Context: an optimization exercise on an open-source flow, tuned for small area, a short achievable clock period and few clock cycles. The choices shown serve that exercise and are no tape-out recipe.
Where RTL was checked, it was by simulation tests only, not by an equivalence proof against the original.
Function not checked in run 2: the RTL went through the layout flow alone.
Power and IR drop assume default switching activity.

## flow/design.v (module list and top-level ports; edited modules follow where they fit)
// module weight_regs: 28 lines
// module window_conv: 768 lines
// module class_argmax: 828 lines
// module cnn_classifier: 48 lines
module cnn_classifier #(
    parameter int NUM_WINDOWS = 10
) (
    input  logic        clk_i,
    input  logic        rst,
    input  logic [15:0] data_i,
    input  logic [7:0]  ctrl_i,    
    output logic [3:0]  class_o,
    output logic        done_o
);
  // ...
==> flow/flow/run.sh <==
#!/bin/bash
# The standard layout, with three changes to how it is made (constraints unchanged):
#  - after the standard synthesis, polarity.py flips full-adder cells (a full
#    adder is self-dual) and swaps simple gates for their inverting twins where
#    that removes inverters; registers and their names are untouched;
#  - timing repair aims at a setup slack of MARGIN ns;
#  - the port buffers are buf_2 cells.
set -euo pipefail
cd "$(dirname "$0")/.."
MARGIN=9.3
R=orfs/results/sky130hd/cnn_classifier/base
bash standard.sh synth SETUP_SLACK_MARGIN=$MARGIN > synth_flow.log 2>&1
cp $R/1_2_yosys.v 1_2_yosys.standard.v
python3 flow/polarity.py 1_2_yosys.standard.v $R/1_2_yosys.v > polarity.log 2>&1
rm -f $R/1_synth.odb $R/1_synth.sdc
bash standard.sh finish SETUP_SLACK_MARGIN=$MARGIN "BUFFER_PORTS_ARGS=-buffer_cell sky130_fd_sc_hd__buf_2" > standard_flow.log 2>&1
==> flow/flow/polarity.py <==
#!/usr/bin/env python3
"""Remove inverters around full-adder cells of a Yosys-written gate netlist.

A full adder is self-dual: FA(~a,~b,~c) = (~sum, ~carry). For each
sky130 fa cell this tries flipping it (complementing its three inputs and
its two outputs) and keeps the flip when it leaves fewer inverter cells.
Also swaps simple gates for their inverting twins (and2 -> nand2 + inverter)
so the flips can absorb them, and merges leftover pairs back.
Usage: polarity.py IN.v OUT.v
"""
import re, sys
from collections import defaultdict

src = open(sys.argv[1]).read()
m = re.search(r'^(module .*?;\n)(.*?)(^endmodule)', src, re.S | re.M)
head, body, tail_kw = m.group(1), m.group(2), m.group(3)
pre, post = src[:m.start()], src[m.end():]

cell_re = re.compile(r'^  (sky130_fd_sc_hd__\w+) (\\\S+ |\S+) \((.*?)\n  \);\n', re.S | re.M)
pin_re = re.compile(r'\.(\w+)\((.*?)\)(?:,|\s*$)', re.S)

decl_lines = []
cells = {}          # name -> [type, {pin: net}]
order = []
pos = 0
for cm in cell_re.finditer(body):
    decl_lines.append(body[pos:cm.start()])
    pos = cm.end()
    typ, name, pins_txt = cm.group(1), cm.group(2), cm.group(3)
    pins = {}
    for pm in re.finditer(r'\.(\w+)\(([^\n]*?)\)\s*(?:,\s*)?\n', pins_txt + "\n"):
        pins[pm.group(1)] = pm.group(2).strip()
    cells[name] = [typ, pins]
    order.append(name)
rest = body[pos:]
decl = "".join(decl_lines)
if re.search(r'\bassign\b|sky130_fd_sc_hd__', decl + rest):
    sys.exit("assign statements not supported")

OUTS = {'X', 'Y', 'Q', 'Q_N', 'SUM', 'COUT', 'HI', 'LO'}
def is_inv(t): return re.match(r'sky130_fd_sc_hd__(clk)?inv_\d+$', t) is not None
def is_fa(t): return re.match(r'sky130_fd_sc_hd__fa_\d+$', t) is not None

ports = set()
for pm in re.finditer(r'^\s*(input|output)\s*(\[\d+:\d+\])?\s*(\S+);', decl, re.M):
    ports.add(pm.group(3))
def is_port(n): return n.split('[')[0] in ports

def build():
    drv, loads = {}, defaultdict(list)
    for name in order:
        if name not in cells: continue
        typ, pins = cells[name]
        for p, n in pins.items():
            if n == '' : continue
            if p in OUTS: drv[n] = (name, p)
            else: loads[n].append((name, p))
    return drv, loads

newn = [0]
def fresh():
    newn[0] += 1
    return f"polfix_{newn[0]}"
new_wires = []

def inv_count(): return sum(1 for n in cells if is_inv(cells[n][0]))

PAIRS = [('and2','nand2'),('and3','nand3'),('and4','nand4'),('or2','nor2'),('or3','nor3'),('or4','nor4'),
         ('xor2','xnor2'),('a21o','a21oi'),('a22o','a22oi'),('a211o','a211oi'),('a31o','a31oi'),
         ('a32o','a32oi'),('a221o','a221oi'),('a41o','a41oi'),('a311o','a311oi'),('a2111o','a2111oi'),
         ('o21a','o21ai'),('o22a','o22ai'),('o211a','o211ai'),('o31a','o31ai'),('o32a','o32ai'),
         ('o221a','o221ai'),('o41a','o41ai'),('o311a','o311ai'),('o2111a','o2111ai'),('mux2','mux2i'),
         ('and2b','nand2b'),('or2b','nor2b'),('a21bo','a21boi'),('o21ba','o21bai'),('a2bb2o','a2bb2oi'),
         ('o2bb2a','o2bb2ai'),('and3b','nand3b'),('or3b','nor3b'),('and4b','nand4b'),('or4b','nor4b')]
COMP = {}
for a, b in PAIRS:
    COMP['sky130_fd_sc_hd__%s_1' % a] = ('sky130_fd_sc_hd__%s_1' % b, 'X', 'Y')
    COMP['sky130_fd_sc_hd__%s_1' % b] = ('sky130_fd_sc_hd__%s_1' % a, 'Y', 'X')
AREA = {}
_cur = None
for _l in open('/OpenROAD-flow-scripts/flow/platforms/sky130hd/lib/sky130_fd_sc_hd__tt_025C_1v80.lib'):
    _m = re.match(r'\s*cell\s*\(\s*"?(\w+)"?\s*\)', _l)
    if _m: _cur = _m.group(1)
    _m = re.match(r'\s*area\s*:\s*([\d.]+)', _l)
    if _m and _cur: AREA[_cur] = float(_m.group(1)); _cur = None
COMP = {k: v for k, v in COMP.items() if k in AREA and v[0] in AREA}

def complement(name):
    """cell name -> complement cell driving a new net, plus an inverter to the old net"""
    typ, pins = cells[name]
    ctyp, op, np_ = COMP[typ]
    n = pins[op]
    w = fresh(); new_wires.append(w)
    newpins = {p: v for p, v in pins.items() if p != op}
    newpins[np_] = w
    cells[name] = [ctyp, newpins]
    iname = f"polfix_inv_{newn[0]}"
    cells[iname] = ['sky130_fd_sc_hd__inv_1', {'A': w, 'Y': n}]
    order.append(iname)

# pre-pass: complementable cells feeding full adders get an inverter behind them
_drv, _loads = build()
for name in list(order):
    if name not in cells or cells[name][0] not in COMP: continue
    typ, pins = cells[name]
    n = pins[COMP[typ][1]]
    if is_port(n): continue
    if any(is_fa(cells[l[0]][0]) for l in _loads[n]):
        complement(name)

def try_flip(f, drv, loads, apply):
    typ, pins = cells[f]
    delta = 0
    ops = []
    for p in ('A', 'B', 'CIN'):
        n = pins[p]
        d = drv.get(n)
        if d and is_inv(cells[d[0]][0]):
            src_n = cells[d[0]][1]['A']
            # the inverter dies if this pin is its only load and its net is no port
            if len(loads[n]) == 1 and not is_port(n):
                delta -= 1
            ops.append(('in_src', p, src_n))
        else:
            # reuse an existing inverter of n
            k = [l for l in loads[n] if is_inv(cells[l[0]][0])]
            if k:
                ops.append(('in_src', p, cells[k[0][0]][1]['Y']))
            else:
                delta += 1
                ops.append(('in_new', p, n))
    for p in ('SUM', 'COUT'):
        n = pins[p]
        if is_port(n):
            return None
        ls = loads[n]
        invs = [l for l in ls if is_inv(cells[l[0]][0]) and not is_port(cells[l[0]][1]['Y'])]
        others = [l for l in ls if l not in invs]
        delta -= len(invs)
        if others: delta += 1
        ops.append(('out', p, n, invs, others))
    if not apply:
        return delta
    for op in ops:
        if op[0] == 'in_src':
            pins[op[1]] = op[2]
        elif op[0] == 'in_new':
            w = fresh(); new_wires.append(w)
            iname = f"polfix_inv_{newn[0]}"
            cells[iname] = ['sky130_fd_sc_hd__inv_1', {'A': op[2], 'Y': w}]
            order.append(iname)
            pins[op[1]] = w
        else:
            _, p, n, invs, others = op
            w = fresh(); new_wires.append(w)
            pins[p] = w
            for (jn, _) in invs:
                jy = cells[jn][1]['Y']
                # loads of the inverter's output now take the flipped output
                for name in order:
                    if name in cells:
                        for q, m_ in cells[name][1].items():
                            if m_ == jy and q not in OUTS:
                                cells[name][1][q] = w
                del cells[jn]
            if others:
                iname = f"polfix_inv_{newn[0]}"
                cells[iname] = ['sky130_fd_sc_hd__inv_1', {'A': w, 'Y': n}]
                order.append(iname)
    return delta

before = inv_count()
for it in range(6):
    changed = 0
    for f in list(order):
        if f not in cells or not is_fa(cells[f][0]): continue
        drv, loads = build()
        d = try_flip(f, drv, loads, False)
        if d is not None and d < 0:
            try_flip(f, drv, loads, True)
            changed += 1
    # drop inverters left without loads
    drv, loads = build()
    for name in list(order):
        if name in cells and is_inv(cells[name][0]):
            y = cells[name][1]['Y']
            if not loads[y] and not is_port(y):
                del cells[name]
    if not changed: break
# post-pass: an inverter that is the only load of a complementable cell merges into it
drv, loads = build()
for name in list(order):
    if name not in cells or not is_inv(cells[name][0]): continue
    a = cells[name][1]['A']; y = cells[name][1]['Y']
    d = drv.get(a)
    if not d or d[0] not in cells or cells[d[0]][0] not in COMP: continue
    if len(loads[a]) != 1 or is_port(a): continue
    dtyp, dpins = cells[d[0]]
    ctyp, op, np_ = COMP[dtyp]
    if AREA[ctyp] > AREA[dtyp] + AREA[cells[name][0]]: continue
    newpins = {p: v for p, v in dpins.items() if p != op}
    newpins[np_] = y
    cells[d[0]] = [ctyp, newpins]
    del cells[name]
    drv, loads = build()
after = inv_count()
tot = sum(AREA.get(cells[n][0], 0) for n in cells)
sys.stderr.write(f"polarity: area {tot:.1f}\n")
sys.stderr.write(f"polarity: inverters {before} -> {after}\n")

out = [pre, head, decl]
for w in new_wires:
    out.append(f"  wire {w};\n")
for name in order:
    if name not in cells: continue
    typ, pins = cells[name]
    pl = ",\n".join(f"    .{p}({n}{' ' if n.startswith(chr(92)) else ''})" for p, n in pins.items())
    out.append(f"  {typ} {name} (\n{pl}\n  );\n")
out.append(rest)
out.append(tail_kw)
out.append(post)
open(sys.argv[2], 'w').write("".join(out))
==> flow/standard.sh <==
#!/bin/bash
# synth_recipe.tcl (not shown) runs the flow's synth.tcl, then flattens the netlist and writes it again
# the make line also repeats each setting of config.mk as NAME=value (left out here)
make -C /OpenROAD-flow-scripts/flow DESIGN_CONFIG=/design/flow/config.mk WORK_HOME=/design/flow/orfs CLKGATE_MAP_FILE= SYNTH_SCRIPT=/design/flow/synth_recipe.tcl "${@:-finish}"
==> flow/config.mk <==
export PLATFORM = sky130hd
export DESIGN_NAME = cnn_classifier
export DESIGN_NICKNAME = cnn_classifier
export VERILOG_FILES = /design/flow/design.v
export SDC_FILE = /design/flow/constraint.sdc
export NUM_CORES = 4
export LEC_CHECK = 0
export CAP_MARGIN = 0
export CORE_MARGIN = 2
export CORE_UTILIZATION = 75
export CTS_CLUSTER_DIAMETER = 100
export CTS_CLUSTER_SIZE = 30
export PLACE_DENSITY = 0.85
export SLEW_MARGIN = 0
==> flow/constraint.sdc <==
create_clock -name core_clock -period 13.0 [get_ports {clk_i}]
set_input_delay 2.6000 -clock core_clock [delete_from_list [all_inputs] [get_ports {clk_i}]]
set_output_delay 2.6000 -clock core_clock [all_outputs]
set_load 0.01 [all_outputs]
==> run summary, run 1 <==
result of the run complete, no violations; count of inverters not on the clock network in the layout 146; most frequent cells in the layout sky130_fd_sc_hd__edfxtp_1 (522), sky130_fd_sc_hd__fa_1 (361), sky130_fd_sc_hd__nand2_1 (257); FF-to-FF End class_argmax_inst.ps_b_q[9]; busiest layer in global routing met2; non-filler cells, final about 3500; worst-case setup margin in the final layout 9300 ps; Row Count 83; worst r2r path cells 6; Residual DRC 0; power density over cell area 151 mW/mm^2; worst hold endpoint class_argmax_inst.s3_idx_q[3]; fill count 2813; Core Region ~0.051 mm^2; post-synthesis instance area slightly below 0.04 mm^2; highest metal layer used by the detailed router met4; final period utilization 28.4%; sequential group power 3.10 mW; Tot Pwr 6.18 mW; GR met2 Demand/Resource 59.6%; timing endpoint of the critical path class_o[1]; Clock Tree Root sky130_fd_sc_hd__clkbuf_16; setup repair after global routing missed its margin true; number of antenna violations at the first check in global routing 0; cell group occupying the most layout area flip-flops and latches; post-DP HPWL 65.1 mm; syn nets 3366; clock latency of the later-clocked register in the worst-skew pair 670 ps; most common cell after layout, fill and taps aside sky130_fd_sc_hd__edfxtp_1; critical path cell sequence buf_6; sequential cell fraction of total power 50.1%; post-detailed-route count of antenna-violating nets 0; top register by number of flip-flops weight_regs_inst.w_o; clock buffers created by TritonCTS 30; instance count on the critical path 1; met1 track demand over resource in global routing 47.6%; power dissipated in the clock network 1.19 mW; required time worst endpoint 10400 ps; die height 232 um; x dimension of the die 232 um; via density per instance 6.65; gate count after technology mapping 2860; CP max stage cell sky130_fd_sc_hd__dfxtp_2; DIE AREA 0.0539 mm^2; fmax 271 MHz
Testbench counts, summed over its fixed seeds: cycles 2,632.
==> run 2, diff against run 1 <==
--- a/flow/design.v
+++ b/flow/design.v
@@ -814,22 +814,20 @@
     input  logic [44:0]  feat_i,
     input  logic [239:0] clw_i,      
     output logic [3:0]   class_o,
     output logic         done_o
 );
     logic [9:1]  oh_q;
     logic [9:0]  sel;
     logic [23:0] wsel;
-    logic        bo [0:2][0:3];
-    logic        bt [0:2][0:3];
-    logic        bn [0:2][0:3];
-    logic [2:0]  bo_q [0:3];
-    logic [2:0]  bt_q [0:3];
-    logic [2:0]  bn_q [0:3];
+    logic [23:0] wsel_q;
+    logic [2:0]  bo_s [0:3];
+    logic [2:0]  bt_s [0:3];
+    logic [2:0]  bn_s [0:3];
     logic        s2_v_q;
     logic [3:0]  s2_idx_q;
     logic        s3_v_q;
     logic [3:0]  s3_idx_q;
     logic [23:0] ps_a;
     logic [23:0] ps_b;
     logic [23:0] ps_a_q;
     logic [23:0] ps_b_q;
@@ -1205,73 +1203,69 @@
     logic pt_351;
     logic pt_352;
     assign sel = {oh_q, start_i};
     always_comb begin
         wsel = '0;
         for (int c = 0; c < 10; c++) begin
             wsel = wsel | ({24{sel[c]}} & clw_i[24*c +: 24]);
         end
-        for (int f = 0; f < 3; f++) begin
-            for (int i = 0; i < 4; i++) begin
-                bo[f][i] = wsel[8*f + 2*i] ^ ((i == 0) ? 1'b0 : wsel[8*f + 2*i - 1]);
-                bt[f][i] = (wsel[8*f + 2*i + 1] & ~wsel[8*f + 2*i] & ~((i == 0) ? 1'b0 : wsel[8*f + 2*i - 1])) |
-                           (~wsel[8*f + 2*i + 1] & wsel[8*f + 2*i] & ((i == 0) ? 1'b0 : wsel[8*f + 2*i - 1]));
-                bn[f][i] = wsel[8*f + 2*i + 1];
-            end
-        end
     end
     always_ff @(posedge clk_i) begin
+        wsel_q <= wsel;
+    end
+    always_comb begin
         for (int f = 0; f < 3; f++) begin
             for (int i = 0; i < 4; i++) begin
-                bo_q[i][f] <= bo[f][i];
-                bt_q[i][f] <= bt[f][i];
-                bn_q[i][f] <= bn[f][i];
+                bo_s[i][f] = wsel_q[8*f + 2*i] ^ ((i == 0) ? 1'b0 : wsel_q[8*f + 2*i - 1]);
+                bt_s[i][f] = (wsel_q[8*f + 2*i + 1] & ~wsel_q[8*f + 2*i] & ~((i == 0) ? 1'b0 : wsel_q[8*f + 2*i - 1])) |
+                             (~wsel_q[8*f + 2*i + 1] & wsel_q[8*f + 2*i] & ((i == 0) ? 1'b0 : wsel_q[8*f + 2*i - 1]));
+                bn_s[i][f] = wsel_q[8*f + 2*i + 1];
             end
         end
     end
     always_ff @(posedge clk_i) begin
         if (rst_q) begin
             oh_q   <= '0;
             s2_v_q <= 1'b0;
             s3_v_q <= 1'b0;
         end else begin
             oh_q   <= {oh_q[8:1], start_i};
             s2_v_q <= |sel;
             s3_v_q <= s2_v_q;
         end
         s2_idx_q <= start_i ? 4'd0 : s2_idx_q + 4'd1;
         s3_idx_q <= s2_idx_q;
     end
-    assign pp0_0 = (({16{bo_q[0][0]}} & {feat_i[14], feat_i[0 +: 15]}) | ({16{bt_q[0][0]}} & {feat_i[0 +: 15], 1'b0})) ^ {16{bn_q[0][0]}};
-    assign pp0_1 = (({16{bo_q[1][0]}} & {feat_i[14], feat_i[0 +: 15]}) | ({16{bt_q[1][0]}} & {feat_i[0 +: 15], 1'b0})) ^ {16{bn_q[1][0]}};
-    assign pp0_2 = (({16{bo_q[2][0]}} & {feat_i[14], feat_i[0 +: 15]}) | ({16{bt_q[2][0]}} & {feat_i[0 +: 15], 1'b0})) ^ {16{bn_q[2][0]}};
-    assign pp0_3 = (({16{bo_q[3][0]}} & {feat_i[14], feat_i[0 +: 15]}) | ({16{bt_q[3][0]}} & {feat_i[0 +: 15], 1'b0})) ^ {16{bn_q[3][0]}};
-    assign pp1_0 = (({16{bo_q[0][1]}} & {feat_i[29], feat_i[15 +: 15]}) | ({16{bt_q[0][1]}} & {feat_i[15 +: 15], 1'b0})) ^ {16{bn_q[0][1]}};
-    assign pp1_1 = (({16{bo_q[1][1]}} & {feat_i[29], feat_i[15 +: 15]}) | ({16{bt_q[1][1]}} & {feat_i[15 +: 15], 1'b0})) ^ {16{bn_q[1][1]}};
-    assign pp1_2 = (({16{bo_q[2][1]}} & {feat_i[29], feat_i[15 +: 15]}) | ({16{bt_q[2][1]}} & {feat_i[15 +: 15], 1'b0})) ^ {16{bn_q[2][1]}};
-    assign pp1_3 = (({16{bo_q[3][1]}} & {feat_i[29], feat_i[15 +: 15]}) | ({16{bt_q[3][1]}} & {feat_i[15 +: 15], 1'b0})) ^ {16{bn_q[3][1]}};
-    assign pp2_0 = (({16{bo_q[0][2]}} & {feat_i[44], feat_i[30 +: 15]}) | ({16{bt_q[0][2]}} & {feat_i[30 +: 15], 1'b0})) ^ {16{bn_q[0][2]}};
-    assign pp2_1 = (({16{bo_q[1][2]}} & {feat_i[44], feat_i[30 +: 15]}) | ({16{bt_q[1][2]}} & {feat_i[30 +: 15], 1'b0})) ^ {16{bn_q[1][2]}};
-    assign pp2_2 = (({16{bo_q[2][2]}} & {feat_i[44], feat_i[30 +: 15]}) | ({16{bt_q[2][2]}} & {feat_i[30 +: 15], 1'b0})) ^ {16{bn_q[2][2]}};
-    assign pp2_3 = (({16{bo_q[3][2]}} & {feat_i[44], feat_i[30 +: 15]}) | ({16{bt_q[3][2]}} & {feat_i[30 +: 15], 1'b0})) ^ {16{bn_q[3][2]}};
+    assign pp0_0 = (({16{bo_s[0][0]}} & {feat_i[14], feat_i[0 +: 15]}) | ({16{bt_s[0][0]}} & {feat_i[0 +: 15], 1'b0})) ^ {16{bn_s[0][0]}};
+    assign pp0_1 = (({16{bo_s[1][0]}} & {feat_i[14], feat_i[0 +: 15]}) | ({16{bt_s[1][0]}} & {feat_i[0 +: 15], 1'b0})) ^ {16{bn_s[1][0]}};
+    assign pp0_2 = (({16{bo_s[2][0]}} & {feat_i[14], feat_i[0 +: 15]}) | ({16{bt_s[2][0]}} & {feat_i[0 +: 15], 1'b0})) ^ {16{bn_s[2][0]}};
+    assign pp0_3 = (({16{bo_s[3][0]}} & {feat_i[14], feat_i[0 +: 15]}) | ({16{bt_s[3][0]}} & {feat_i[0 +: 15], 1'b0})) ^ {16{bn_s[3][0]}};
+    assign pp1_0 = (({16{bo_s[0][1]}} & {feat_i[29], feat_i[15 +: 15]}) | ({16{bt_s[0][1]}} & {feat_i[15 +: 15], 1'b0})) ^ {16{bn_s[0][1]}};
+    assign pp1_1 = (({16{bo_s[1][1]}} & {feat_i[29], feat_i[15 +: 15]}) | ({16{bt_s[1][1]}} & {feat_i[15 +: 15], 1'b0})) ^ {16{bn_s[1][1]}};
+    assign pp1_2 = (({16{bo_s[2][1]}} & {feat_i[29], feat_i[15 +: 15]}) | ({16{bt_s[2][1]}} & {feat_i[15 +: 15], 1'b0})) ^ {16{bn_s[2][1]}};
+    assign pp1_3 = (({16{bo_s[3][1]}} & {feat_i[29], feat_i[15 +: 15]}) | ({16{bt_s[3][1]}} & {feat_i[15 +: 15], 1'b0})) ^ {16{bn_s[3][1]}};
+    assign pp2_0 = (({16{bo_s[0][2]}} & {feat_i[44], feat_i[30 +: 15]}) | ({16{bt_s[0][2]}} & {feat_i[30 +: 15], 1'b0})) ^ {16{bn_s[0][2]}};
+    assign pp2_1 = (({16{bo_s[1][2]}} & {feat_i[44], feat_i[30 +: 15]}) | ({16{bt_s[1][2]}} & {feat_i[30 +: 15], 1'b0})) ^ {16{bn_s[1][2]}};
+    assign pp2_2 = (({16{bo_s[2][2]}} & {feat_i[44], feat_i[30 +: 15]}) | ({16{bt_s[2][2]}} & {feat_i[30 +: 15], 1'b0})) ^ {16{bn_s[2][2]}};
+    assign pp2_3 = (({16{bo_s[3][2]}} & {feat_i[44], feat_i[30 +: 15]}) | ({16{bt_s[3][2]}} & {feat_i[30 +: 15], 1'b0})) ^ {16{bn_s[3][2]}};
     assign pt_1 = pp0_0[4] ^ pp0_1[2] ^ pp0_2[0];
     assign pt_2 = (pp0_0[4] & pp0_1[2]) | (pp0_0[4] & pp0_2[0]) | (pp0_1[2] & pp0_2[0]);
-    assign pt_3 = bn_q[2][0] ^ pp1_0[4];
-    assign pt_4 = bn_q[2][0] & pp1_0[4];
+    assign pt_3 = bn_s[2][0] ^ pp1_0[4];
+    assign pt_4 = bn_s[2][0] & pp1_0[4];
     assign pt_5 = pp0_0[5] ^ pp0_1[3] ^ pp0_2[1];
     assign pt_6 = (pp0_0[5] & pp0_1[3]) | (pp0_0[5] & pp0_2[1]) | (pp0_1[3] & pp0_2[1]);
     assign pt_7 = pp1_0[5] ^ pp1_1[3] ^ pp1_2[1];
     assign pt_8 = (pp1_0[5] & pp1_1[3]) | (pp1_0[5] & pp1_2[1]) | (pp1_1[3] & pp1_2[1]);
-    assign pt_9 = bn_q[3][1] ^ bn_q[3][1] ^ pp2_0[5];
-    assign pt_10 = (bn_q[3][1] & bn_q[3][1]) | (bn_q[3][1] & pp2_0[5]) | (bn_q[3][1] & pp2_0[5]);
+    assign pt_9 = bn_s[3][1] ^ bn_s[3][1] ^ pp2_0[5];
+    assign pt_10 = (bn_s[3][1] & bn_s[3][1]) | (bn_s[3][1] & pp2_0[5]) | (bn_s[3][1] & pp2_0[5]);
     assign pt_11 = pp0_0[6] ^ pp0_1[4] ^ pp0_2[2];
     assign pt_12 = (pp0_0[6] & pp0_1[4]) | (pp0_0[6] & pp0_2[2]) | (pp0_1[4] & pp0_2[2]);
-    assign pt_13 = pp0_3[0] ^ bn_q[3][0] ^ pp1_0[6];
-    assign pt_14 = (pp0_3[0] & bn_q[3][0]) | (pp0_3[0] & pp1_0[6]) | (bn_q[3][0] & pp1_0[6]);
+    assign pt_13 = pp0_3[0] ^ bn_s[3][0] ^ pp1_0[6];
+    assign pt_14 = (pp0_3[0] & bn_s[3][0]) | (pp0_3[0] & pp1_0[6]) | (bn_s[3][0] & pp1_0[6]);
     assign pt_15 = pp1_1[4] ^ pp1_2[2] ^ pp1_3[0];
     assign pt_16 = (pp1_1[4] & pp1_2[2]) | (pp1_1[4] & pp1_3[0]) | (pp1_2[2] & pp1_3[0]);
     assign pt_17 = pp2_0[6] ^ pp2_1[4];
     assign pt_18 = pp2_0[6] & pp2_1[4];
     assign pt_19 = pp0_0[7] ^ pp0_1[5] ^ pp0_2[3];
     assign pt_20 = (pp0_0[7] & pp0_1[5]) | (pp0_0[7] & pp0_2[3]) | (pp0_1[5] & pp0_2[3]);
     assign pt_21 = pp0_3[1] ^ pp1_0[7] ^ pp1_1[5];
     assign pt_22 = (pp0_3[1] & pp1_0[7]) | (pp0_3[1] & pp1_1[5]) | (pp1_0[7] & pp1_1[5]);
@@ -1344,30 +1338,30 @@
     assign pt_89 = pp2_1[13] ^ pp2_2[11];
     assign pt_90 = pp2_1[13] & pp2_2[11];
     assign pt_91 = pp0_1[14] ^ pp0_2[12] ^ pp0_3[10];
     assign pt_92 = (pp0_1[14] & pp0_2[12]) | (pp0_1[14] & pp0_3[10]) | (pp0_2[12] & pp0_3[10]);
     assign pt_93 = pp1_1[14] ^ pp1_2[12] ^ pp1_3[10];
     assign pt_94 = (pp1_1[14] & pp1_2[12]) | (pp1_1[14] & pp1_3[10]) | (pp1_2[12] & pp1_3[10]);
     assign pt_95 = ~pp0_1[15] ^ pp0_2[13] ^ pp0_3[11];
     assign pt_96 = (~pp0_1[15] & pp0_2[13]) | (~pp0_1[15] & pp0_3[11]) | (pp0_2[13] & pp0_3[11]);
-    assign pt_97 = pp0_0[2] ^ pp0_1[0] ^ bn_q[1][0];
-    assign pt_98 = (pp0_0[2] & pp0_1[0]) | (pp0_0[2] & bn_q[1][0]) | (pp0_1[0] & bn_q[1][0]);
+    assign pt_97 = pp0_0[2] ^ pp0_1[0] ^ bn_s[1][0];
+    assign pt_98 = (pp0_0[2] & pp0_1[0]) | (pp0_0[2] & bn_s[1][0]) | (pp0_1[0] & bn_s[1][0]);
     assign pt_99 = pp1_0[2] ^ pp1_1[0];
     assign pt_100 = pp1_0[2] & pp1_1[0];
     assign pt_101 = pp0_0[3] ^ pp0_1[1] ^ pp1_0[3];
     assign pt_102 = (pp0_0[3] & pp0_1[1]) | (pp0_0[3] & pp1_0[3]) | (pp0_1[1] & pp1_0[3]);
-    assign pt_103 = pp1_1[2] ^ pp1_2[0] ^ bn_q[2][1];
-    assign pt_104 = (pp1_1[2] & pp1_2[0]) | (pp1_1[2] & bn_q[2][1]) | (pp1_2[0] & bn_q[2][1]);
+    assign pt_103 = pp1_1[2] ^ pp1_2[0] ^ bn_s[2][1];
+    assign pt_104 = (pp1_1[2] & pp1_2[0]) | (pp1_1[2] & bn_s[2][1]) | (pp1_2[0] & bn_s[2][1]);
     assign pt_105 = pp2_0[4] ^ pp2_1[2] ^ pp2_2[0];
     assign pt_106 = (pp2_0[4] & pp2_1[2]) | (pp2_0[4] & pp2_2[0]) | (pp2_1[2] & pp2_2[0]);
-    assign pt_107 = pp2_1[3] ^ pp2_2[1] ^ bn_q[3][2];
-    assign pt_108 = (pp2_1[3] & pp2_2[1]) | (pp2_1[3] & bn_q[3][2]) | (pp2_2[1] & bn_q[3][2]);
-    assign pt_109 = bn_q[3][2] ^ pt_2 ^ pt_4;
-    assign pt_110 = (bn_q[3][2] & pt_2) | (bn_q[3][2] & pt_4) | (pt_2 & pt_4);
+    assign pt_107 = pp2_1[3] ^ pp2_2[1] ^ bn_s[3][2];
+    assign pt_108 = (pp2_1[3] & pp2_2[1]) | (pp2_1[3] & bn_s[3][2]) | (pp2_2[1] & bn_s[3][2]);
+    assign pt_109 = bn_s[3][2] ^ pt_2 ^ pt_4;
+    assign pt_110 = (bn_s[3][2] & pt_2) | (bn_s[3][2] & pt_4) | (pt_2 & pt_4);
     assign pt_111 = pt_5 ^ pt_7;
     assign pt_112 = pt_5 & pt_7;
     assign pt_113 = pp2_2[2] ^ pp2_3[0] ^ pt_6;
     assign pt_114 = (pp2_2[2] & pp2_3[0]) | (pp2_2[2] & pt_6) | (pp2_3[0] & pt_6);
     assign pt_115 = pt_8 ^ pt_10 ^ pt_11;
     assign pt_116 = (pt_8 & pt_10) | (pt_8 & pt_11) | (pt_10 & pt_11);
     assign pt_117 = pt_13 ^ pt_15 ^ pt_17;
     assign pt_118 = (pt_13 & pt_15) | (pt_13 & pt_17) | (pt_15 & pt_17);
@@ -1438,26 +1432,26 @@
     assign pt_183 = pt_92 ^ pt_94 ^ pt_95;
     assign pt_184 = (pt_92 & pt_94) | (pt_92 & pt_95) | (pt_94 & pt_95);
     assign pt_185 = pp0_2[14] ^ pp0_3[12] ^ pp1_2[14];
     assign pt_186 = (pp0_2[14] & pp0_3[12]) | (pp0_2[14] & pp1_2[14]) | (pp0_3[12] & pp1_2[14]);
     assign pt_187 = pp1_3[12] ^ pp2_2[14] ^ pp2_3[12];
     assign pt_188 = (pp1_3[12] & pp2_2[14]) | (pp1_3[12] & pp2_3[12]) | (pp2_2[14] & pp2_3[12]);
     assign pt_189 = ~pp0_2[15] ^ pp0_3[13] ^ ~pp1_2[15];
     assign pt_190 = (~pp0_2[15] & pp0_3[13]) | (~pp0_2[15] & ~pp1_2[15]) | (pp0_3[13] & ~pp1_2[15]);
-    assign pt_191 = pp0_0[0] ^ bn_q[0][0] ^ pp1_0[0];
-    assign pt_192 = (pp0_0[0] & bn_q[0][0]) | (pp0_0[0] & pp1_0[0]) | (bn_q[0][0] & pp1_0[0]);
-    assign pt_193 = bn_q[1][1] ^ pp2_0[2] ^ pp2_1[0];
-    assign pt_194 = (bn_q[1][1] & pp2_0[2]) | (bn_q[1][1] & pp2_1[0]) | (pp2_0[2] & pp2_1[0]);
+    assign pt_191 = pp0_0[0] ^ bn_s[0][0] ^ pp1_0[0];
+    assign pt_192 = (pp0_0[0] & bn_s[0][0]) | (pp0_0[0] & pp1_0[0]) | (bn_s[0][0] & pp1_0[0]);
+    assign pt_193 = bn_s[1][1] ^ pp2_0[2] ^ pp2_1[0];
+    assign pt_194 = (bn_s[1][1] & pp2_0[2]) | (bn_s[1][1] & pp2_1[0]) | (pp2_0[2] & pp2_1[0]);
     assign pt_195 = pp1_1[1] ^ pp2_0[3] ^ pp2_1[1];
     assign pt_196 = (pp1_1[1] & pp2_0[3]) | (pp1_1[1] & pp2_1[1]) | (pp2_0[3] & pp2_1[1]);
     assign pt_197 = pt_98 ^ pt_100;
     assign pt_198 = pt_98 & pt_100;
-    assign pt_199 = bn_q[2][2] ^ pt_1 ^ pt_3;
-    assign pt_200 = (bn_q[2][2] & pt_1) | (bn_q[2][2] & pt_3) | (pt_1 & pt_3);
+    assign pt_199 = bn_s[2][2] ^ pt_1 ^ pt_3;
+    assign pt_200 = (bn_s[2][2] & pt_1) | (bn_s[2][2] & pt_3) | (pt_1 & pt_3);
     assign pt_201 = pt_102 ^ pt_103 ^ pt_105;
     assign pt_202 = (pt_102 & pt_103) | (pt_102 & pt_105) | (pt_103 & pt_105);
     assign pt_203 = pt_9 ^ pt_104 ^ pt_106;
     assign pt_204 = (pt_9 & pt_104) | (pt_9 & pt_106) | (pt_104 & pt_106);
     assign pt_205 = pt_107 ^ pt_109 ^ pt_111;
     assign pt_206 = (pt_107 & pt_109) | (pt_107 & pt_111) | (pt_109 & pt_111);
     assign pt_207 = pt_108 ^ pt_110 ^ pt_112;
     assign pt_208 = (pt_108 & pt_110) | (pt_108 & pt_112) | (pt_110 & pt_112);
@@ -1512,22 +1506,22 @@
     assign pt_257 = pt_184 ^ pt_185 ^ pt_187;
     assign pt_258 = (pt_184 & pt_185) | (pt_184 & pt_187) | (pt_185 & pt_187);
     assign pt_259 = pp1_3[13] ^ ~pp2_2[15] ^ pp2_3[13];
     assign pt_260 = (pp1_3[13] & ~pp2_2[15]) | (pp1_3[13] & pp2_3[13]) | (~pp2_2[15] & pp2_3[13]);
     assign pt_261 = pt_186 ^ pt_188 ^ pt_189;
     assign pt_262 = (pt_186 & pt_188) | (pt_186 & pt_189) | (pt_188 & pt_189);
     assign pt_263 = pp0_3[14] ^ pp1_3[14] ^ pp2_3[14];
     assign pt_264 = (pp0_3[14] & pp1_3[14]) | (pp0_3[14] & pp2_3[14]) | (pp1_3[14] & pp2_3[14]);
-    assign pt_265 = bn_q[0][1] ^ pp2_0[0];
-    assign pt_266 = bn_q[0][1] & pp2_0[0];
+    assign pt_265 = bn_s[0][1] ^ pp2_0[0];
+    assign pt_266 = bn_s[0][1] & pp2_0[0];
     assign pt_267 = pp0_0[1] ^ pp1_0[1] ^ pp2_0[1];
     assign pt_268 = (pp0_0[1] & pp1_0[1]) | (pp0_0[1] & pp2_0[1]) | (pp1_0[1] & pp2_0[1]);
-    assign pt_269 = bn_q[1][2] ^ pt_97 ^ pt_99;
-    assign pt_270 = (bn_q[1][2] & pt_97) | (bn_q[1][2] & pt_99) | (pt_97 & pt_99);
+    assign pt_269 = bn_s[1][2] ^ pt_97 ^ pt_99;
+    assign pt_270 = (bn_s[1][2] & pt_97) | (bn_s[1][2] & pt_99) | (pt_97 & pt_99);
     assign pt_271 = pt_101 ^ pt_194 ^ pt_195;
     assign pt_272 = (pt_101 & pt_194) | (pt_101 & pt_195) | (pt_194 & pt_195);
     assign pt_273 = pt_196 ^ pt_198 ^ pt_199;
     assign pt_274 = (pt_196 & pt_198) | (pt_196 & pt_199) | (pt_198 & pt_199);
     assign pt_275 = pt_200 ^ pt_202 ^ pt_203;
     assign pt_276 = (pt_200 & pt_202) | (pt_200 & pt_203) | (pt_202 & pt_203);
     assign pt_277 = pt_204 ^ pt_206 ^ pt_207;
     assign pt_278 = (pt_204 & pt_206) | (pt_204 & pt_207) | (pt_206 & pt_207);
@@ -1556,18 +1550,18 @@
     assign pt_301 = pt_252 ^ pt_254 ^ pt_255;
     assign pt_302 = (pt_252 & pt_254) | (pt_252 & pt_255) | (pt_254 & pt_255);
     assign pt_303 = pt_256 ^ pt_258 ^ pt_259;
     assign pt_304 = (pt_256 & pt_258) | (pt_256 & pt_259) | (pt_258 & pt_259);
     assign pt_305 = pt_190 ^ pt_260 ^ pt_262;
     assign pt_306 = (pt_190 & pt_260) | (pt_190 & pt_262) | (pt_260 & pt_262);
     assign pt_307 = ~pp0_3[15] ^ ~pp1_3[15] ^ ~pp2_3[15];
     assign pt_308 = (~pp0_3[15] & ~pp1_3[15]) | (~pp0_3[15] & ~pp2_3[15]) | (~pp1_3[15] & ~pp2_3[15]);
-    assign pt_309 = bn_q[0][2] ^ pt_191;
-    assign pt_310 = bn_q[0][2] & pt_191;
+    assign pt_309 = bn_s[0][2] ^ pt_191;
+    assign pt_310 = bn_s[0][2] & pt_191;
     assign pt_311 = pt_192 ^ pt_266 ^ pt_267;
     assign pt_312 = (pt_192 & pt_266) | (pt_192 & pt_267) | (pt_266 & pt_267);
     assign pt_313 = pt_193 ^ pt_268 ^ pt_269;
     assign pt_314 = (pt_193 & pt_268) | (pt_193 & pt_269) | (pt_268 & pt_269);
     assign pt_315 = pt_197 ^ pt_270 ^ pt_271;
     assign pt_316 = (pt_197 & pt_270) | (pt_197 & pt_271) | (pt_270 & pt_271);
     assign pt_317 = pt_201 ^ pt_272 ^ pt_273;
     assign pt_318 = (pt_201 & pt_272) | (pt_201 & pt_273) | (pt_272 & pt_273);
==> flow/flow/run.sh (replaced) <==
#!/bin/bash
# The standard layout, with two changes to how it is made (constraints unchanged):
#  - after the standard synthesis, polarity.py flips full-adder cells whose
#    inputs and outputs sit behind inverters (a full adder is self-dual), which
#    removes those inverters; registers and their names are untouched;
#  - timing repair aims at a setup slack of MARGIN ns.
set -euo pipefail
cd "$(dirname "$0")/.."
MARGIN=9.3
R=orfs/results/sky130hd/cnn_classifier/base
bash standard.sh synth SETUP_SLACK_MARGIN=$MARGIN > synth_flow.log 2>&1
cp $R/1_2_yosys.v 1_2_yosys.standard.v
python3 flow/polarity.py 1_2_yosys.standard.v $R/1_2_yosys.v > polarity.log 2>&1
rm -f $R/1_synth.odb $R/1_synth.sdc
bash standard.sh finish SETUP_SLACK_MARGIN=$MARGIN "BUFFER_PORTS_ARGS=-buffer_cell sky130_fd_sc_hd__buf_2" > standard_flow.log 2>&1
--- a/flow/flow/polarity.py
+++ b/flow/flow/polarity.py
@@ -1,16 +1,14 @@
 #!/usr/bin/env python3
 """Remove inverters around full-adder cells of a Yosys-written gate netlist.
 
 A full adder is self-dual: FA(~a,~b,~c) = (~sum, ~carry). For each
 sky130 fa cell this tries flipping it (complementing its three inputs and
 its two outputs) and keeps the flip when it leaves fewer inverter cells.
-Also swaps simple gates for their inverting twins (and2 -> nand2 + inverter)
-so the flips can absorb them, and merges leftover pairs back.
 Usage: polarity.py IN.v OUT.v
 """
 import re, sys
 from collections import defaultdict
 
 src = open(sys.argv[1]).read()
 m = re.search(r'^(module .*?;\n)(.*?)(^endmodule)', src, re.S | re.M)
 head, body, tail_kw = m.group(1), m.group(2), m.group(3)
==> flow/config.mk (replaced) <==
export PLATFORM = sky130hd
export DESIGN_NAME = cnn_classifier
export DESIGN_NICKNAME = cnn_classifier
export VERILOG_FILES = /design/flow/design.v
export SDC_FILE = /design/flow/constraint.sdc
export NUM_CORES = 4
export LEC_CHECK = 0
export CAP_MARGIN = 20
export CORE_MARGIN = 2
export CORE_UTILIZATION = 65
export CTS_CLUSTER_DIAMETER = 100
export CTS_CLUSTER_SIZE = 30
export PLACE_DENSITY = 0.75
export SLEW_MARGIN = 20
==> run 2 against run 1 <==
Area after synthesis up 8.3%. Synthesized cell count up 29%. Clock power up 11%. Clock skew down 14 ps. Worst hold slack better by 13 ps. Global-route usage down 1.1 points. Non-clock buffer count up 175. Critical path depth up 9. Critical path type is now register to register.
==> run summary, run 2 <==
delay of the slowest critical-path stage 530 ps (was 340 ps); final-layout setup total negative slack 0 ps (unchanged); worst min-delay path class register to register (unchanged); First DRT Iteration DRCs 3613 (was 3131); Clock Tree Root sky130_fd_sc_hd__clkbuf_16 (unchanged); biggest registers after layout weight_regs_inst.w_o (456), window_conv_inst.acc_q (45), window_conv_inst.feat_o (45) (unchanged); CTS tree yes (unchanged); power density over cell area 132 mW/mm^2 (was 151 mW/mm^2); cell internal pwr 4.20 mW (was 4.19 mW); signal arrival time at the worst endpoint 4390 ps (was 1100 ps); weighted congestion reported at the end of routability-driven placement 0.944 (was 0.984); fmax 258 MHz (was 271 MHz); critical path cell sequence buf_12 -> maj3_1 -> o22ai_1 -> a21o_1 -> fa_2 -> fa_1 -> fa_1 -> fa_1 -> fa_2 -> inv_1 (was buf_6); max reg flops 456 (unchanged); total number of clock tree sinks 755 (was 767); total setup violations reported at the end of the flow 0 (unchanged); slack of the worst reg-to-reg path 9130 ps (was 9370 ps); buffers plus inverters on the worst setup path 2 (was 1); final clock skew 39.4 ps (was 53.4 ps); total grt overflow 0 (unchanged); syn nets 4185 (was 3366); Area after DPL 0.0432 mm^2 (was 0.0398 mm^2); first-pass GRT wire length 174 mm (was 143 mm); source of the worst register-to-register timing path class_argmax_inst.wsel_q[14] (was class_argmax_inst.bn_q[2][2]); leakage power summed over all cells 17.5 nW (was 15.8 nW); Core Region 0.0643 mm^2 (was 0.0514 mm^2); x dimension of the die 259 um (was 232 um); largest driver fanout on the critical path 44 (was 2); Hold Path Stages 0 (unchanged); number of antenna violations at the first check in global routing 5 (was 0); CTS clk-pin slew, worst paths 110 ps (was 120 ps); power dissipated by switching net loads 1.98 mW (was 1.99 mW); path type of the worst setup path register to register (was register to primary output); Boundary Pins 31 (unchanged); Final Hold Vio Count 0 (unchanged); Layout Cell Area excl Fill 0.0468 mm^2 (was 0.0410 mm^2); highest metal layer used by the detailed router met5 (was met4); wire length on met3 10.3 mm (was 9.97 mm); VDD IR max 0.160 mV (was 0.190 mV); Via Count 30000 (was 23500); tightest slew margin relative to the limit 25.9% (was 5.00%); via density per instance 6.50 (was 6.65); drt first pass iters 8 (was 9); routed wl met2 55.9 mm (was 46.2 mm); vias in the first global route 29100 (was 25000); clock latency of the later-clocked register in the worst-skew pair 610 ps (was 670 ps); clock buffers created by TritonCTS 34 (was 30); Startpoint Class register (unchanged); area growth from synthesis to final layout 10.7% (was 5.04%); total routing resource utilization after global routing 34.5% (was 35.7%); gate count after technology mapping 3679 (was 2860); maximum number of pins on one net before global-route repair 90 (was 57); sequential cell fraction of total power 49.3% (was 50.1%); Synth Warn # 15 (was 18); pins over their slew limit 0 (unchanged); post-synthesis instance area 0.0423 mm^2 (was 0.0390 mm^2); maximum number of buffers from clock root to sink 3 (unchanged); post-DP HPWL 76.6 mm (was 65.1 mm); Finished Core Util 72.8% (was 79.8%); most frequent cell on the critical path sky130_fd_sc_hd__fa_1; post-detailed-route count of antenna-violating nets 0 (unchanged); proportion of layout cells with a drive suffix above 1 13.3% (was 7.60%); cell type group with the largest total delay on the critical path adder cells (was flip-flops); M1 wire length 43.9 mm (was 34.0 mm); CP max stage cell sky130_fd_sc_hd__fa_2 (was sky130_fd_sc_hd__dfxtp_2); die height 259 um (was 232 um); mean instance size in the synthesized netlist 11.5 um^2 (was 13.6 um^2); switching power as a share of total power 32.0% (was 32.2%); number of maximum-capacitance violations 0 (unchanged); most frequent cells in the layout sky130_fd_sc_hd__edfxtp_1 (522), sky130_fd_sc_hd__nand2_1 (425), sky130_fd_sc_hd__fa_1 (298) (was sky130_fd_sc_hd__edfxtp_1 (522), sky130_fd_sc_hd__fa_1 (361), sky130_fd_sc_hd__nand2_1 (257)); Residual DRC 0 (unchanged); input/output buffers 30 (unchanged); final period utilization 29.8% (was 28.4%); DIE AREA 0.0671 mm^2 (was 0.0539 mm^2); top register by number of flip-flops weight_regs_inst.w_o (unchanged); fill count 4384 (was 2813); required time worst endpoint 13520 ps (was 10400 ps); effective utilization at floorplan 65.7% (was 75.9%); worst r2r path cells 10 (was 6); final critical path time including I/O delays and setup 3870 ps (was 3700 ps); Tot Pwr 6.18 mW (about the same); Hold Startpoint class_argmax_inst.s2_idx_q[3] (unchanged); crit end category register (was primary output); worst hold endpoint class_argmax_inst.s3_idx_q[3] (unchanged); Layout Nets 4233 (was 3336); part of the total power dissipated in combinational logic 29.4% (was 30.7%); Row Count 93 (was 83); result of the run complete, no violations (unchanged); transition at the pin with the smallest max-transition slack 1110 ps (was 1420 ps); most common cell after layout, fill and taps aside sky130_fd_sc_hd__edfxtp_1 (unchanged); H-tree levels 2 (was 1); routed wire length 117 mm (was 93.5 mm); average wire length per cell after detail routing 25.4 um (was 26.5 um); setup repair after global routing missed its margin true (unchanged); FF-to-FF End class_argmax_inst.ps_b_q[12] (was class_argmax_inst.ps_b_q[9]); clock share of power 21.3% (was 19.2%)
run 2: changes by cell type in the layout (fill, tap and decap cells not counted), sizes merged, moves of 36 or more:
cell,before,now
o211ai,1,40
buf,103,267
nor2,70,265
o22ai,0,58
a21oi,76,204
a22oi,173,42
nand3,34,72
inv,145,181
maj3,0,50
nand2,257,428
xnor2,132,44
o21ai,59,187
xor2,124,58
run 2: power by group through the flow:
stage | Combinational [mW] | Clock (mW) | Sequential, mW
5_1_grt | 2.03 | 1.41 | 3.07
6_report | 1.81 | 1.32 | 3.04
3_5_place_dp | 1.78 | 0 | 3.10
4_1_cts | 1.80 | 1.34 | 3.05
3_3_place_gp | 1.70 | 0 | 3.09
2_1_floorplan | 1.29 | 0 | 3.07
run 2: metrics by stage:
step	hold WS, ps	cells	setup slack, ps
global placement	356	4366	8190
detailed placement	357	4366	8170
CTS	379	4541	9100
floorplan	349	3679	9230
finish	384	4610	9130
global route	387	4609	9070
run 2: layout make-up:
cell class	instances	area, um^2	share of cell area, %
multi-input combinational	2479	20800	44.4
sequential	755	20400	43.6
timing repair buffer	278	2720	5.81
tap	855	1070	2.29
clock buffer	52	940	2.01
inverter	179	698	1.49
clock inverter	10	175	0.374
antenna	2	5.00	0.0107
run 2: worst max-delay path by stage:
stage / cells past startpoint / from / endpoint / slack [ps]
after floorplan: 11 / class_argmax_inst.wsel_q[11] / class_argmax_inst.ps_b_q[8] / 9230
after global placement: 9 / class_argmax_inst.wsel_q[2] / class_argmax_inst.ps_b_q[8] / 8190
after detailed placement: 9 / class_argmax_inst.wsel_q[2] / class_argmax_inst.ps_b_q[8] / 8170
after CTS: 10 / class_argmax_inst.wsel_q[11] / class_argmax_inst.ps_b_q[8] / 9100
after global routing: 12 / class_argmax_inst.wsel_q[11] / class_argmax_inst.ps_b_q[8] / 9070
final: 10 / class_argmax_inst.wsel_q[14] / class_argmax_inst.ps_b_q[12] / 9130
run 2: repair_timing:
action                     CTS  global route
gates cloned                 5            12
pin swaps                   20            44
setup buffers              108            54
resized for setup          136            87
hold buffers                 0             0
setup endpoints to repair   38            34
run 2: layer usage:
| layer | vias to the layer above | global-route usage [%] |
|---|---|---|
| li1 | 13100 | - |
| met1 | 14900 | 46.1 |
| met2 | 1616 | 56.7 |
| met3 | 287 | 4.31 |
| met4 | 4 | 16.8 |
| met5 | - | 0 |

## what the ideal ports hide
The flow's constraints put no driver on any port. The routed layouts listed below were extracted and timed again, unchanged, in two steps.
Step 1 (the two cells are an assumption about what drives the block):
set clk [get_ports {clk_i}]
set_driving_cell -lib_cell sky130_fd_sc_hd__clkbuf_16 $clk
set_driving_cell -lib_cell sky130_fd_sc_hd__buf_2 [delete_from_list [all_inputs] $clk]
Step 2 times the ports against the registers' clock, not the clock port: input delays grow and output delays shrink by t, the midpoint of the rising clock arrivals with the driver on.
Three values: ideal, step 1, step 2; two values: the first two.
run | shift t [ns] | slack for setup (ns) | worst setup path after step 2 | worst register clock-pin slew, ns | worst data-port slew with drivers (ns)
run 1 | 0.707 | 9.304 / 9.244 / 9.371 | register to register | 0.12 / 0.12 | 0.04
run 2 | 0.655 | 9.128 / 9.128 / 9.128 | register to register | 0.11 / 0.11 | 0.10
After both steps setup and hold are still met in every run listed.
